Context: an optimization exercise on an open-source flow, tuned for a short achievable clock period and few clock cycles. The choices shown serve that exercise and are no tape-out recipe. The flow treats the clock pin as an ideal source, which a real chip does not have. Power is estimated from default activity; no workload was simulated.

==> run B: inputs <==
==> flow/design.v <==
package sad_pkg;
  localparam int PixelWidth = 8;
  localparam int SadWidth   = 17;   
  localparam int SAddrWidth = 10;   
  localparam int RAddrWidth = 8;
  typedef logic [PixelWidth-1:0] pixel_t;
  typedef logic [SadWidth-1:0] sad_t;
  typedef logic [SAddrWidth-1:0] saddr_t;
  typedef logic [RAddrWidth-1:0] raddr_t;
endpackage
`timescale 1ns/1ns
module sad_scan_decode #(
  parameter int SImgSize = 19,
  parameter int RImgSize = 4
) (
  input  logic            clk_i,
  input  logic            rst_ni,
  input  logic            start_i,
  output logic            busy_o,
  output logic            finish_o,
  output sad_pkg::saddr_t smem_raddr_o,
  output sad_pkg::raddr_t ref_raddr_o,
  output logic [RImgSize*RImgSize-1:0] ref_wr_o,
  output logic            cand_o,
  output logic            cand_valid_o,
  output logic            cand_first_o,
  output sad_pkg::saddr_t cand_addr_o
);
  localparam int CandNum  = SImgSize - RImgSize + 1;             
  localparam int LastPix  = SImgSize * SImgSize - 1;             
  localparam int LastRef  = RImgSize * RImgSize - 1;             
  localparam int Lat      = (RImgSize - 1) * SImgSize + RImgSize + 2;   
  localparam int LastCand = (CandNum - 1) * (SImgSize + 1);      
  localparam int FinCyc   = LastCand + Lat + 1;                  
  localparam int CntW     = $clog2(FinCyc + 1);
  logic            idle_q;
  logic [CntW-1:0] cnt_q;
  logic            accept;
  logic [4:0]      cand_x;
  assign accept = start_i && idle_q;
  always_ff @(posedge clk_i) begin
    if (!rst_ni) begin
      idle_q       <= 1'b1;
      busy_o       <= 1'b0;
      finish_o     <= 1'b0;
      cnt_q        <= '0;
      smem_raddr_o <= '0;
      ref_raddr_o  <= '0;
      cand_o       <= 1'b0;
    end else if (idle_q) begin
      idle_q       <= !start_i;
      busy_o       <= start_i;
      finish_o     <= 1'b0;
      cnt_q        <= CntW'(start_i);
      smem_raddr_o <= sad_pkg::SAddrWidth'(start_i);
      ref_raddr_o  <= sad_pkg::RAddrWidth'(start_i);
      cand_o       <= 1'b0;
    end else begin
      idle_q       <= cnt_q == CntW'(FinCyc);
      busy_o       <= cnt_q != CntW'(FinCyc);
      finish_o     <= cnt_q == CntW'(FinCyc - 1);
      cnt_q        <= cnt_q + 1'b1;
      smem_raddr_o <= (cnt_q < CntW'(LastPix)) ? sad_pkg::SAddrWidth'(cnt_q + 1'b1) : '0;
      ref_raddr_o  <= (cnt_q < CntW'(LastRef)) ? sad_pkg::RAddrWidth'(cnt_q + 1'b1) : '0;
      cand_o       <= cnt_q >= CntW'(Lat - 1) && cnt_q < CntW'(FinCyc - 1);
    end
  end
  always_ff @(posedge clk_i) begin
    if (accept) begin
      ref_wr_o    <= 1;
      cand_x      <= '0;
      cand_addr_o <= '0;
    end else begin
      ref_wr_o <= ref_wr_o << 1;
      if (cand_o) begin
        cand_addr_o <= cand_addr_o + 1'b1;
        cand_x      <= (cand_x == 5'(SImgSize - 1)) ? '0 : cand_x + 1'b1;
      end
    end
  end
  assign cand_valid_o = cand_x < 5'(CandNum);
  assign cand_first_o = cand_addr_o == '0;
endmodule
`timescale 1ns/1ns
module sad_pe_array #(
  parameter int SImgSize = 19,
  parameter int RImgSize = 4
) (
  input  logic            clk_i,
  input  logic [RImgSize*RImgSize-1:0] ref_wr_i,
  input  sad_pkg::pixel_t search_pix_i,
  input  sad_pkg::pixel_t ref_pix_i,
  output logic [11:0]     part_o,   
  output sad_pkg::pixel_t last_o    
);
  localparam int N      = RImgSize * RImgSize;
  localparam int SW     = 12;                     
  localparam int DlyLen = SImgSize - RImgSize;    
  sad_pkg::pixel_t ref_q [N];
  sad_pkg::pixel_t pix_q;
  sad_pkg::pixel_t diff_q [N];
  logic [SW-1:0]   acc_q [N];
  logic [SW-1:0]   dly_q [RImgSize-1][DlyLen];
  function automatic logic [7:0] abs_diff(input logic [7:0] a, input logic [7:0] b);
    abs_diff = (a > b) ? a - b : b - a;
  endfunction
  always_ff @(posedge clk_i) begin
    for (int j = 0; j < N; j++) begin
      if (ref_wr_i[j]) ref_q[j] <= ref_pix_i;
    end
    pix_q <= search_pix_i;
    for (int j = 0; j < N; j++) begin
      diff_q[j] <= abs_diff(pix_q, ref_q[j]);
    end
  end
  for (genvar ry = 0; ry < RImgSize; ry++) begin : g_row
    for (genvar rx = 0; rx < RImgSize; rx++) begin : g_col
      if (ry * RImgSize + rx < N - 1) begin : g_acc
        localparam int W = $clog2(255 * (RImgSize * ry + rx + 1) + 1);   
        logic [W-1:0] in_sum;
        if (rx > 0) begin : g_in
          assign in_sum = W'(acc_q[ry*RImgSize+rx-1]);
        end else if (ry > 0) begin : g_dly
          assign in_sum = W'(dly_q[ry-1][DlyLen-1]);
        end else begin : g_zero
          assign in_sum = '0;
        end
        always_ff @(posedge clk_i) begin
          acc_q[ry*RImgSize+rx] <= SW'(in_sum + W'(diff_q[ry*RImgSize+rx]));
        end
      end
    end
    if (ry < RImgSize - 1) begin : g_line
      localparam int LW = $clog2(255 * (RImgSize * ry + RImgSize) + 1);
      always_ff @(posedge clk_i) begin
        dly_q[ry][0] <= SW'(LW'(acc_q[ry*RImgSize+RImgSize-1]));
        for (int i = 1; i < DlyLen; i++) dly_q[ry][i] <= dly_q[ry][i-1];
      end
    end
  end
  assign part_o = acc_q[N-2];
  assign last_o = diff_q[N-1];
endmodule
`timescale 1ns/1ns
module sad_min_select (
  input  logic            clk_i,
  input  logic            cand_i,
  input  logic            cand_valid_i,
  input  logic            cand_first_i,
  input  sad_pkg::saddr_t cand_addr_i,
  input  logic [11:0]     part_i,   
  input  sad_pkg::pixel_t last_i,
  output sad_pkg::sad_t   min_sad_o,
  output sad_pkg::saddr_t min_addr_o
);
  logic [11:0] min_q;
  logic [11:0] min_out_q;
  logic        smaller;
  logic        take;
  logic [11:0] sad_i;
  logic [12:0] cs_x, cs_y, cs_z, cs_s, cs_c;
  logic [13:0] cs_t;
  assign sad_i = part_i + 12'(last_i);
  assign cs_x  = 13'(part_i);
  assign cs_y  = 13'(last_i);
  assign cs_z  = ~{1'b0, min_q};
  assign cs_s  = cs_x ^ cs_y ^ cs_z;
  assign cs_c  = (cs_x & cs_y) | (cs_x & cs_z) | (cs_y & cs_z);
  assign cs_t  = {1'b0, cs_s} + {cs_c, 1'b1};   
  assign smaller = cand_valid_i && (cand_first_i || !cs_t[13]);
  assign take    = cand_i && smaller;
  sad_pkg::saddr_t addr_q;
  always_ff @(posedge clk_i) begin
    if (take) begin
      min_q  <= sad_i;
      addr_q <= cand_addr_i;
    end
  end
  always_ff @(posedge clk_i) begin
    min_out_q  <= smaller ? sad_i : min_q;
    min_addr_o <= smaller ? cand_addr_i : addr_q;
  end
  assign min_sad_o = sad_pkg::SadWidth'(min_out_q);
endmodule
`timescale 1ns/1ns
module motion_search_top #(
  parameter int SImgSize = 19,
  parameter int RImgSize = 4,
  parameter int PeNum    = 8
) (
  input  logic   clk_i,
  input  logic   rst_ni,
  input  logic   start_i,
  input  sad_pkg::pixel_t smem_rdata_i,
  input  sad_pkg::pixel_t ref_rdata_i,
  output sad_pkg::saddr_t smem_raddr_o,
  output sad_pkg::raddr_t ref_raddr_o,
  output logic   busy_o,
  output logic   finish_o,
  output sad_pkg::sad_t   min_sad_o,
  output sad_pkg::saddr_t min_addr_o
);
  logic [RImgSize*RImgSize-1:0] ref_wr;
  logic            cand;
  logic            cand_valid;
  logic            cand_first;
  sad_pkg::saddr_t cand_addr;
  logic [11:0]     sad_part;
  sad_pkg::pixel_t sad_last;
  sad_scan_decode #(
    .SImgSize(SImgSize),
    .RImgSize(RImgSize)
  ) i_decode (
    .clk_i       (clk_i),
    .rst_ni      (rst_ni),
    .start_i     (start_i),
    .busy_o      (busy_o),
    .finish_o    (finish_o),
    .smem_raddr_o(smem_raddr_o),
    .ref_raddr_o (ref_raddr_o),
    .ref_wr_o    (ref_wr),
    .cand_o      (cand),
    .cand_valid_o(cand_valid),
    .cand_first_o(cand_first),
    .cand_addr_o (cand_addr)
  );
  sad_pe_array #(
    .SImgSize(SImgSize),
    .RImgSize(RImgSize)
  ) i_execute (
    .clk_i       (clk_i),
    .ref_wr_i    (ref_wr),
    .search_pix_i(smem_rdata_i),
    .ref_pix_i   (ref_rdata_i),
    .part_o      (sad_part),
    .last_o      (sad_last)
  );
  sad_min_select i_result (
    .clk_i       (clk_i),
    .cand_i      (cand),
    .cand_valid_i(cand_valid),
    .cand_first_i(cand_first),
    .cand_addr_i (cand_addr),
    .part_i      (sad_part),
    .last_i      (sad_last),
    .min_sad_o   (min_sad_o),
    .min_addr_o  (min_addr_o)
  );
endmodule
==> flow/flow/run.sh <==
#!/bin/bash
set -euo pipefail
cd "$(dirname "$0")/.."
bash standard.sh \
  BUFFER_PORTS_ARGS="-buffer_cell sky130_fd_sc_hd__buf_4" \
  SETUP_SLACK_MARGIN=7.3 \
  POST_CTS_TCL="$PWD/flow/unroot.tcl" \
  finish > make_flow.log 2>&1
==> flow/flow/unroot.tcl <==
set port_net [get_nets clk_i]
set root_pins [get_pins -of_objects $port_net -filter "direction == input"]
if {[llength $root_pins] == 1} {
  set root [get_cells -of_objects [lindex $root_pins 0]]
  set root_name [get_full_name $root]
  set out_pin [get_pins -of_objects $root -filter "direction == output"]
  set out_net [get_nets -of_objects $out_pin]
  set loads [get_pins -of_objects $out_net -filter "direction == input"]
  puts "unroot: $root_name drives [llength $loads] pins"
  if {[llength $loads] <= 4} {
    foreach p $loads {
      disconnect_pin [get_full_name $out_net] $p
      connect_pin [get_full_name $port_net] $p
    }
    delete_instance $root
    delete_net $out_net
    puts "unroot: removed $root_name"
  }
}
==> flow/standard.sh <==
#!/bin/bash
# synth_recipe.tcl (not shown) runs the flow's synth.tcl, then flattens the netlist and writes it again
# the make line also repeats each setting of config.mk as NAME=value (left out here)
make -C /OpenROAD-flow-scripts/flow DESIGN_CONFIG=/design/flow/config.mk WORK_HOME=/design/flow/orfs CLKGATE_MAP_FILE= SYNTH_SCRIPT=/design/flow/synth_recipe.tcl "${@:-finish}"
==> flow/config.mk <==
export PLATFORM = sky130hd
export DESIGN_NAME = motion_search_top
export DESIGN_NICKNAME = motion_search_top
export VERILOG_FILES = /design/flow/design.v
export SDC_FILE = /design/flow/constraint.sdc
export NUM_CORES = 4
export LEC_CHECK = 0
export ABC_CLOCK_PERIOD_IN_PS = 2700
export CAP_MARGIN = 20
export CORE_MARGIN = 2
export CORE_UTILIZATION = 40
export CTS_CLUSTER_DIAMETER = 100
export CTS_CLUSTER_SIZE = 25
export SLEW_MARGIN = 20
==> flow/constraint.sdc <==
create_clock -name core_clock -period 10.0 [get_ports {clk_i}]
set_input_delay 2.0000 -clock core_clock [delete_from_list [all_inputs] [get_ports {clk_i}]]
set_output_delay 2.0000 -clock core_clock [all_outputs]
set_load 0.01 [all_outputs]
==> inputs of run E, as changes to run B <==
==> flow/design.v (replaced) <==
package sad_pkg;
  localparam int PixelWidth = 8;
  localparam int SadWidth   = 17;   
  localparam int SAddrWidth = 10;   
  localparam int RAddrWidth = 8;
  typedef logic [PixelWidth-1:0] pixel_t;
  typedef logic [SadWidth-1:0] sad_t;
  typedef logic [SAddrWidth-1:0] saddr_t;
  typedef logic [RAddrWidth-1:0] raddr_t;
endpackage
`timescale 1ns/1ns
module sad_scan_decode #(
  parameter int SImgSize = 19,
  parameter int RImgSize = 4
) (
  input  logic            clk_i,
  input  logic            rst_ni,
  input  logic            start_i,
  output logic            busy_o,
  output logic            finish_o,
  output sad_pkg::saddr_t smem_raddr_o,
  output sad_pkg::raddr_t ref_raddr_o,
  output logic [RImgSize*RImgSize-1:0] ref_wr_o,
  output logic            cand_o,
  output logic            cand_valid_o,
  output logic            cand_first_o,
  output sad_pkg::saddr_t cand_addr_o
);
  localparam int CandNum  = SImgSize - RImgSize + 1;             
  localparam int LastPix  = SImgSize * SImgSize - 1;             
  localparam int LastCand = (CandNum - 1) * (SImgSize + 1);      
  localparam int Lat      = (RImgSize - 1) * SImgSize + RImgSize + 2;   
  logic       accept;
  logic [4:0] cand_x;
  logic [3:0] ref_next;
  assign ref_next = ref_raddr_o[3:0] + 1'b1;   
  assign accept = start_i && !busy_o;
  always_ff @(posedge clk_i) begin
    if (!rst_ni) begin
      busy_o       <= 1'b0;
      finish_o     <= 1'b0;
      smem_raddr_o <= '0;
      ref_raddr_o  <= '0;
      cand_o       <= 1'b0;
    end else begin
      finish_o <= cand_o && (cand_addr_o == sad_pkg::SAddrWidth'(LastCand));
      if (!busy_o) begin
        busy_o       <= start_i;
        smem_raddr_o <= sad_pkg::SAddrWidth'(start_i);
        ref_raddr_o  <= sad_pkg::RAddrWidth'(start_i);
      end else begin
        if (ref_raddr_o != '0) ref_raddr_o <= sad_pkg::RAddrWidth'(ref_next);
        if (finish_o) busy_o <= 1'b0;
        if (smem_raddr_o != '0 && smem_raddr_o != sad_pkg::SAddrWidth'(LastPix)) begin
          smem_raddr_o <= smem_raddr_o + 1'b1;
        end else begin
          smem_raddr_o <= '0;
        end
      end
      if (accept) begin
        cand_o <= 1'b0;
      end else if (busy_o && smem_raddr_o == sad_pkg::SAddrWidth'(Lat - 1)) begin
        cand_o <= 1'b1;
      end else if (cand_o && cand_addr_o == sad_pkg::SAddrWidth'(LastCand)) begin
        cand_o <= 1'b0;
      end
    end
  end
  always_ff @(posedge clk_i) begin
    if (accept) begin
      ref_wr_o    <= 1;
      cand_x      <= '0;
      cand_addr_o <= '0;
    end else begin
      ref_wr_o <= ref_wr_o << 1;
      if (cand_o) begin
        cand_addr_o <= cand_addr_o + 1'b1;
        cand_x      <= (cand_x == 5'(SImgSize - 1)) ? '0 : cand_x + 1'b1;
      end
    end
  end
  assign cand_valid_o = cand_x < 5'(CandNum);
  assign cand_first_o = cand_addr_o == '0;
endmodule
`timescale 1ns/1ns
module sad_pe_array #(
  parameter int SImgSize = 19,
  parameter int RImgSize = 4
) (
  input  logic            clk_i,
  input  logic [RImgSize*RImgSize-1:0] ref_wr_i,
  input  sad_pkg::pixel_t search_pix_i,
  input  sad_pkg::pixel_t ref_pix_i,
  output logic [11:0]     sad_o
);
  localparam int N      = RImgSize * RImgSize;
  localparam int SW     = 12;                     
  localparam int DlyLen = SImgSize - RImgSize;    
  sad_pkg::pixel_t ref_q [N];
  sad_pkg::pixel_t pix_q;
  logic [SW-1:0]   acc_q [N];
  logic [SW-1:0]   dly_q [RImgSize-1][DlyLen];
  always_ff @(posedge clk_i) begin
    for (int j = 0; j < N; j++) begin
      if (ref_wr_i[j]) ref_q[j] <= ref_pix_i;
    end
    pix_q <= search_pix_i;
  end
  for (genvar ry = 0; ry < RImgSize; ry++) begin : g_row
    for (genvar rx = 0; rx < RImgSize; rx++) begin : g_col
      localparam int W = $clog2(255 * (RImgSize * ry + rx + 1) + 1);   
      logic [W-1:0] in_sum;
      if (rx > 0) begin : g_in
        assign in_sum = W'(acc_q[ry*RImgSize+rx-1]);
      end else if (ry > 0) begin : g_dly
        assign in_sum = W'(dly_q[ry-1][DlyLen-1]);
      end else begin : g_zero
        assign in_sum = '0;
      end
      logic [W-1:0] p_w, r_w, s_ge, c_ge, s_lt, c_lt, sum_ge, sum_lt;
      logic         ge;
      assign p_w    = W'(pix_q);
      assign r_w    = W'(ref_q[ry*RImgSize+rx]);
      assign s_ge   = in_sum ^ p_w ^ ~r_w;
      assign c_ge   = {(in_sum[W-2:0] & p_w[W-2:0]) | (in_sum[W-2:0] & ~r_w[W-2:0]) |
                       (p_w[W-2:0] & ~r_w[W-2:0]), 1'b1};
      assign s_lt   = in_sum ^ r_w ^ ~p_w;
      assign c_lt   = {(in_sum[W-2:0] & r_w[W-2:0]) | (in_sum[W-2:0] & ~p_w[W-2:0]) |
                       (r_w[W-2:0] & ~p_w[W-2:0]), 1'b1};
      assign sum_ge = s_ge + c_ge;
      assign sum_lt = s_lt + c_lt;
      assign ge     = pix_q >= ref_q[ry*RImgSize+rx];
      always_ff @(posedge clk_i) begin
        acc_q[ry*RImgSize+rx] <= SW'(ge ? sum_ge : sum_lt);
      end
    end
    if (ry < RImgSize - 1) begin : g_line
      localparam int LW = $clog2(255 * (RImgSize * ry + RImgSize) + 1);
      always_ff @(posedge clk_i) begin
        dly_q[ry][0] <= SW'(LW'(acc_q[ry*RImgSize+RImgSize-1]));
        for (int i = 1; i < DlyLen; i++) dly_q[ry][i] <= dly_q[ry][i-1];
      end
    end
  end
  assign sad_o = acc_q[N-1];
endmodule
`timescale 1ns/1ns
module sad_min_select (
  input  logic            clk_i,
  input  logic            cand_i,
  input  logic            cand_valid_i,
  input  logic            cand_first_i,
  input  sad_pkg::saddr_t cand_addr_i,
  input  logic [11:0]     sad_i,
  output sad_pkg::sad_t   min_sad_o,
  output sad_pkg::saddr_t min_addr_o
);
  logic [11:0] min_q;
  logic [11:0] min_out_q;
  logic        smaller;
  logic        take;
  assign smaller = cand_valid_i && (cand_first_i || sad_i < min_q);
  assign take    = cand_i && smaller;
  sad_pkg::saddr_t addr_q;
  always_ff @(posedge clk_i) begin
    if (take) begin
      min_q  <= sad_i;
      addr_q <= cand_addr_i;
    end
  end
  always_ff @(posedge clk_i) begin
    min_out_q  <= smaller ? sad_i : min_q;
    min_addr_o <= smaller ? cand_addr_i : addr_q;
  end
  assign min_sad_o = sad_pkg::SadWidth'(min_out_q);
endmodule
`timescale 1ns/1ns
module motion_search_top #(
  parameter int SImgSize = 19,
  parameter int RImgSize = 4,
  parameter int PeNum    = 8
) (
  input  logic   clk_i,
  input  logic   rst_ni,
  input  logic   start_i,
  input  sad_pkg::pixel_t smem_rdata_i,
  input  sad_pkg::pixel_t ref_rdata_i,
  output sad_pkg::saddr_t smem_raddr_o,
  output sad_pkg::raddr_t ref_raddr_o,
  output logic   busy_o,
  output logic   finish_o,
  output sad_pkg::sad_t   min_sad_o,
  output sad_pkg::saddr_t min_addr_o
);
  logic [RImgSize*RImgSize-1:0] ref_wr;
  logic            cand;
  logic            cand_valid;
  logic            cand_first;
  sad_pkg::saddr_t cand_addr;
  logic [11:0]     sad;
  sad_scan_decode #(
    .SImgSize(SImgSize),
    .RImgSize(RImgSize)
  ) i_decode (
    .clk_i       (clk_i),
    .rst_ni      (rst_ni),
    .start_i     (start_i),
    .busy_o      (busy_o),
    .finish_o    (finish_o),
    .smem_raddr_o(smem_raddr_o),
    .ref_raddr_o (ref_raddr_o),
    .ref_wr_o    (ref_wr),
    .cand_o      (cand),
    .cand_valid_o(cand_valid),
    .cand_first_o(cand_first),
    .cand_addr_o (cand_addr)
  );
  sad_pe_array #(
    .SImgSize(SImgSize),
    .RImgSize(RImgSize)
  ) i_execute (
    .clk_i       (clk_i),
    .ref_wr_i    (ref_wr),
    .search_pix_i(smem_rdata_i),
    .ref_pix_i   (ref_rdata_i),
    .sad_o       (sad)
  );
  sad_min_select i_result (
    .clk_i       (clk_i),
    .cand_i      (cand),
    .cand_valid_i(cand_valid),
    .cand_first_i(cand_first),
    .cand_addr_i (cand_addr),
    .sad_i       (sad),
    .min_sad_o   (min_sad_o),
    .min_addr_o  (min_addr_o)
  );
endmodule
==> flow/flow/run.sh (replaced) <==
#!/bin/bash
set -euo pipefail
cd "$(dirname "$0")/.."
bash standard.sh \
  BUFFER_PORTS_ARGS="-buffer_cell sky130_fd_sc_hd__buf_4" \
  SETUP_SLACK_MARGIN=7.3 \
  ABC_CLOCK_PERIOD_IN_PS=2700 \
  finish > make_flow.log 2>&1
--- a/flow/config.mk
+++ b/flow/config.mk
@@ -5,10 +5,9 @@
 export SDC_FILE = /design/flow/constraint.sdc
 export NUM_CORES = 4
 export LEC_CHECK = 0
-export ABC_CLOCK_PERIOD_IN_PS = 2700
 export CAP_MARGIN = 20
 export CORE_MARGIN = 2
 export CORE_UTILIZATION = 40
 export CTS_CLUSTER_DIAMETER = 100
-export CTS_CLUSTER_SIZE = 25
+export CTS_CLUSTER_SIZE = 30
 export SLEW_MARGIN = 20
removed: flow/flow/unroot.tcl
==> inputs of run F, as changes to run B <==
--- a/flow/design.v
+++ b/flow/design.v
@@ -29,7 +29,7 @@
   localparam int CandNum  = SImgSize - RImgSize + 1;             
   localparam int LastPix  = SImgSize * SImgSize - 1;             
   localparam int LastRef  = RImgSize * RImgSize - 1;             
-  localparam int Lat      = (RImgSize - 1) * SImgSize + RImgSize + 2;   
+  localparam int Lat      = (RImgSize - 1) * SImgSize + RImgSize + 3;   
   localparam int LastCand = (CandNum - 1) * (SImgSize + 1);      
   localparam int FinCyc   = LastCand + Lat + 1;                  
   localparam int CntW     = $clog2(FinCyc + 1);
@@ -90,8 +90,7 @@
   input  logic [RImgSize*RImgSize-1:0] ref_wr_i,
   input  sad_pkg::pixel_t search_pix_i,
   input  sad_pkg::pixel_t ref_pix_i,
-  output logic [11:0]     part_o,   
-  output sad_pkg::pixel_t last_o    
+  output logic [11:0]     sad_o
 );
   localparam int N      = RImgSize * RImgSize;
   localparam int SW     = 12;                     
@@ -115,19 +114,17 @@
   end
   for (genvar ry = 0; ry < RImgSize; ry++) begin : g_row
     for (genvar rx = 0; rx < RImgSize; rx++) begin : g_col
-      if (ry * RImgSize + rx < N - 1) begin : g_acc
-        localparam int W = $clog2(255 * (RImgSize * ry + rx + 1) + 1);   
-        logic [W-1:0] in_sum;
-        if (rx > 0) begin : g_in
-          assign in_sum = W'(acc_q[ry*RImgSize+rx-1]);
-        end else if (ry > 0) begin : g_dly
-          assign in_sum = W'(dly_q[ry-1][DlyLen-1]);
-        end else begin : g_zero
-          assign in_sum = '0;
-        end
-        always_ff @(posedge clk_i) begin
-          acc_q[ry*RImgSize+rx] <= SW'(in_sum + W'(diff_q[ry*RImgSize+rx]));
-        end
+      localparam int W = $clog2(255 * (RImgSize * ry + rx + 1) + 1);   
+      logic [W-1:0] in_sum;
+      if (rx > 0) begin : g_in
+        assign in_sum = W'(acc_q[ry*RImgSize+rx-1]);
+      end else if (ry > 0) begin : g_dly
+        assign in_sum = W'(dly_q[ry-1][DlyLen-1]);
+      end else begin : g_zero
+        assign in_sum = '0;
+      end
+      always_ff @(posedge clk_i) begin
+        acc_q[ry*RImgSize+rx] <= SW'(in_sum + W'(diff_q[ry*RImgSize+rx]));
       end
     end
     if (ry < RImgSize - 1) begin : g_line
@@ -138,8 +135,7 @@
       end
     end
   end
-  assign part_o = acc_q[N-2];
-  assign last_o = diff_q[N-1];
+  assign sad_o = acc_q[N-1];
 endmodule
 `timescale 1ns/1ns
 module sad_min_select (
@@ -148,8 +144,7 @@
   input  logic            cand_valid_i,
   input  logic            cand_first_i,
   input  sad_pkg::saddr_t cand_addr_i,
-  input  logic [11:0]     part_i,   
-  input  sad_pkg::pixel_t last_i,
+  input  logic [11:0]     sad_i,
   output sad_pkg::sad_t   min_sad_o,
   output sad_pkg::saddr_t min_addr_o
 );
@@ -157,17 +152,7 @@
   logic [11:0] min_out_q;
   logic        smaller;
   logic        take;
-  logic [11:0] sad_i;
-  logic [12:0] cs_x, cs_y, cs_z, cs_s, cs_c;
-  logic [13:0] cs_t;
-  assign sad_i = part_i + 12'(last_i);
-  assign cs_x  = 13'(part_i);
-  assign cs_y  = 13'(last_i);
-  assign cs_z  = ~{1'b0, min_q};
-  assign cs_s  = cs_x ^ cs_y ^ cs_z;
-  assign cs_c  = (cs_x & cs_y) | (cs_x & cs_z) | (cs_y & cs_z);
-  assign cs_t  = {1'b0, cs_s} + {cs_c, 1'b1};   
-  assign smaller = cand_valid_i && (cand_first_i || !cs_t[13]);
+  assign smaller = cand_valid_i && (cand_first_i || sad_i < min_q);
   assign take    = cand_i && smaller;
   sad_pkg::saddr_t addr_q;
   always_ff @(posedge clk_i) begin
@@ -205,8 +190,7 @@
   logic            cand_valid;
   logic            cand_first;
   sad_pkg::saddr_t cand_addr;
-  logic [11:0]     sad_part;
-  sad_pkg::pixel_t sad_last;
+  logic [11:0]     sad;
   sad_scan_decode #(
     .SImgSize(SImgSize),
     .RImgSize(RImgSize)
@@ -232,8 +216,7 @@
     .ref_wr_i    (ref_wr),
     .search_pix_i(smem_rdata_i),
     .ref_pix_i   (ref_rdata_i),
-    .part_o      (sad_part),
-    .last_o      (sad_last)
+    .sad_o       (sad)
   );
   sad_min_select i_result (
     .clk_i       (clk_i),
@@ -241,8 +224,7 @@
     .cand_valid_i(cand_valid),
     .cand_first_i(cand_first),
     .cand_addr_i (cand_addr),
-    .part_i      (sad_part),
-    .last_i      (sad_last),
+    .sad_i       (sad),
     .min_sad_o   (min_sad_o),
     .min_addr_o  (min_addr_o)
   );
--- a/flow/config.mk
+++ b/flow/config.mk
@@ -10,5 +10,5 @@
 export CORE_MARGIN = 2
 export CORE_UTILIZATION = 40
 export CTS_CLUSTER_DIAMETER = 100
-export CTS_CLUSTER_SIZE = 25
+export CTS_CLUSTER_SIZE = 30
 export SLEW_MARGIN = 20
==> inputs of run Y, as changes to run B <==
--- a/flow/design.v
+++ b/flow/design.v
@@ -153,7 +153,7 @@
   output sad_pkg::sad_t   min_sad_o,
   output sad_pkg::saddr_t min_addr_o
 );
-  logic [11:0] min_q;
+  logic [11:0] nmin_q;   
   logic [11:0] min_out_q;
   logic        smaller;
   logic        take;
@@ -163,7 +163,7 @@
   assign sad_i = part_i + 12'(last_i);
   assign cs_x  = 13'(part_i);
   assign cs_y  = 13'(last_i);
-  assign cs_z  = ~{1'b0, min_q};
+  assign cs_z  = {1'b1, nmin_q};   
   assign cs_s  = cs_x ^ cs_y ^ cs_z;
   assign cs_c  = (cs_x & cs_y) | (cs_x & cs_z) | (cs_y & cs_z);
   assign cs_t  = {1'b0, cs_s} + {cs_c, 1'b1};   
@@ -172,12 +172,12 @@
   sad_pkg::saddr_t addr_q;
   always_ff @(posedge clk_i) begin
     if (take) begin
-      min_q  <= sad_i;
+      nmin_q <= ~sad_i;
       addr_q <= cand_addr_i;
     end
   end
   always_ff @(posedge clk_i) begin
-    min_out_q  <= smaller ? sad_i : min_q;
+    min_out_q  <= smaller ? sad_i : ~nmin_q;
     min_addr_o <= smaller ? cand_addr_i : addr_q;
   end
   assign min_sad_o = sad_pkg::SadWidth'(min_out_q);
==> comparison table <==
| item | run Y | run E | run F | run B |
|---|---|---|---|---|
| Number of library cell types mapped by synthesis | 69 | 75 | 70 | 66 |
| Run status | timing/DRC/antenna clean | timing/DRC/antenna clean | timing/DRC/antenna clean | timing/DRC/antenna clean |
| GPL Wtd Cong | 0.8263 | 0.8307 | 0.8484 | 0.8247 |
| Internal power | 7.975 mW | 11.06 mW | 7.989 mW | 8.032 mW |
| Cell group occupying the most layout area | registers | multi-input gates | registers | registers |
| Synth warnings | 7 | 6 | 7 | 7 |
| Time the worst path needs with I/O delays and setup | 2.918 ns | 3.167 ns | 2.897 ns | 2.913 ns |
| Setup slack after placement | 6.389 ns | 5.848 ns | 5.981 ns | 5.984 ns |
| Share of the synthesized area in compound gates (AO/OA/AOI/OAI) | 0.09107 | 0.1039 | 0.1175 | 0.08428 |
| Clock net sink count | 1030 | 900 | 1042 | 1030 |
| Fraction of final layout cells with drive strength greater than 1 | 0.09718 | 0.2453 | 0.09562 | 0.09475 |
| Data required time of the worst path | 8.00 ns | 10.56 ns | 8.00 ns | 8.00 ns |
| Number of nets in the layout | 3799 | 5184 | 3814 | 3822 |
| Global routing met1 resource utilization | 0.2079 | 0.2486 | 0.1985 | 0.2150 |
| Slew @ Worst Pin | 0.6534 ns | 0.7466 ns | 0.8812 ns | 0.7449 ns |
| Relative contribution of combinational cells to total power | 0.246 | 0.572 | 0.245 | 0.249 |
No run of this note included a check of the RTL's function; only the layout flow was run.

## re-timing with driven ports
How much do the figures lean on ideal ports? The routed layouts below were timed once more, with nothing changed but the port constraints.
Step 1 assumes that a clkbuf_16 drives the clock port and a buf_2 every other input.
Step 2 times the ports against the registers' clock, not the clock port: input delays grow and output delays shrink by t, the midpoint of the rising clock arrivals with the driver on.
Three values: no drivers, after step 1, after step 2; two values: the first two.
run | shift t [ns] | setup WS [ns] | latest minus earliest clock arrival (ns) | worst slew at a driven data input, ns | cell pins on the clock port's net
run B | 0.568 | 7.087 / 6.956 / 6.980 | 0.059 / 0.059 | 0.05 | 4
run E | 0.709 | 6.833 / 6.788 / 6.833 | 0.048 / 0.048 | 0.05 | 1
run F | 0.574 | 7.103 / 6.966 / 6.925 | 0.045 / 0.045 | 0.05 | 4
run Y | 0.561 | 7.082 / 6.955 / 6.933 | 0.069 / 0.068 | 0.04 | 4
After both steps setup and hold are still met in every run listed. The setup slack of run F, which loses most, moves by -0.137 ns with the drivers and by -0.178 ns with both steps.
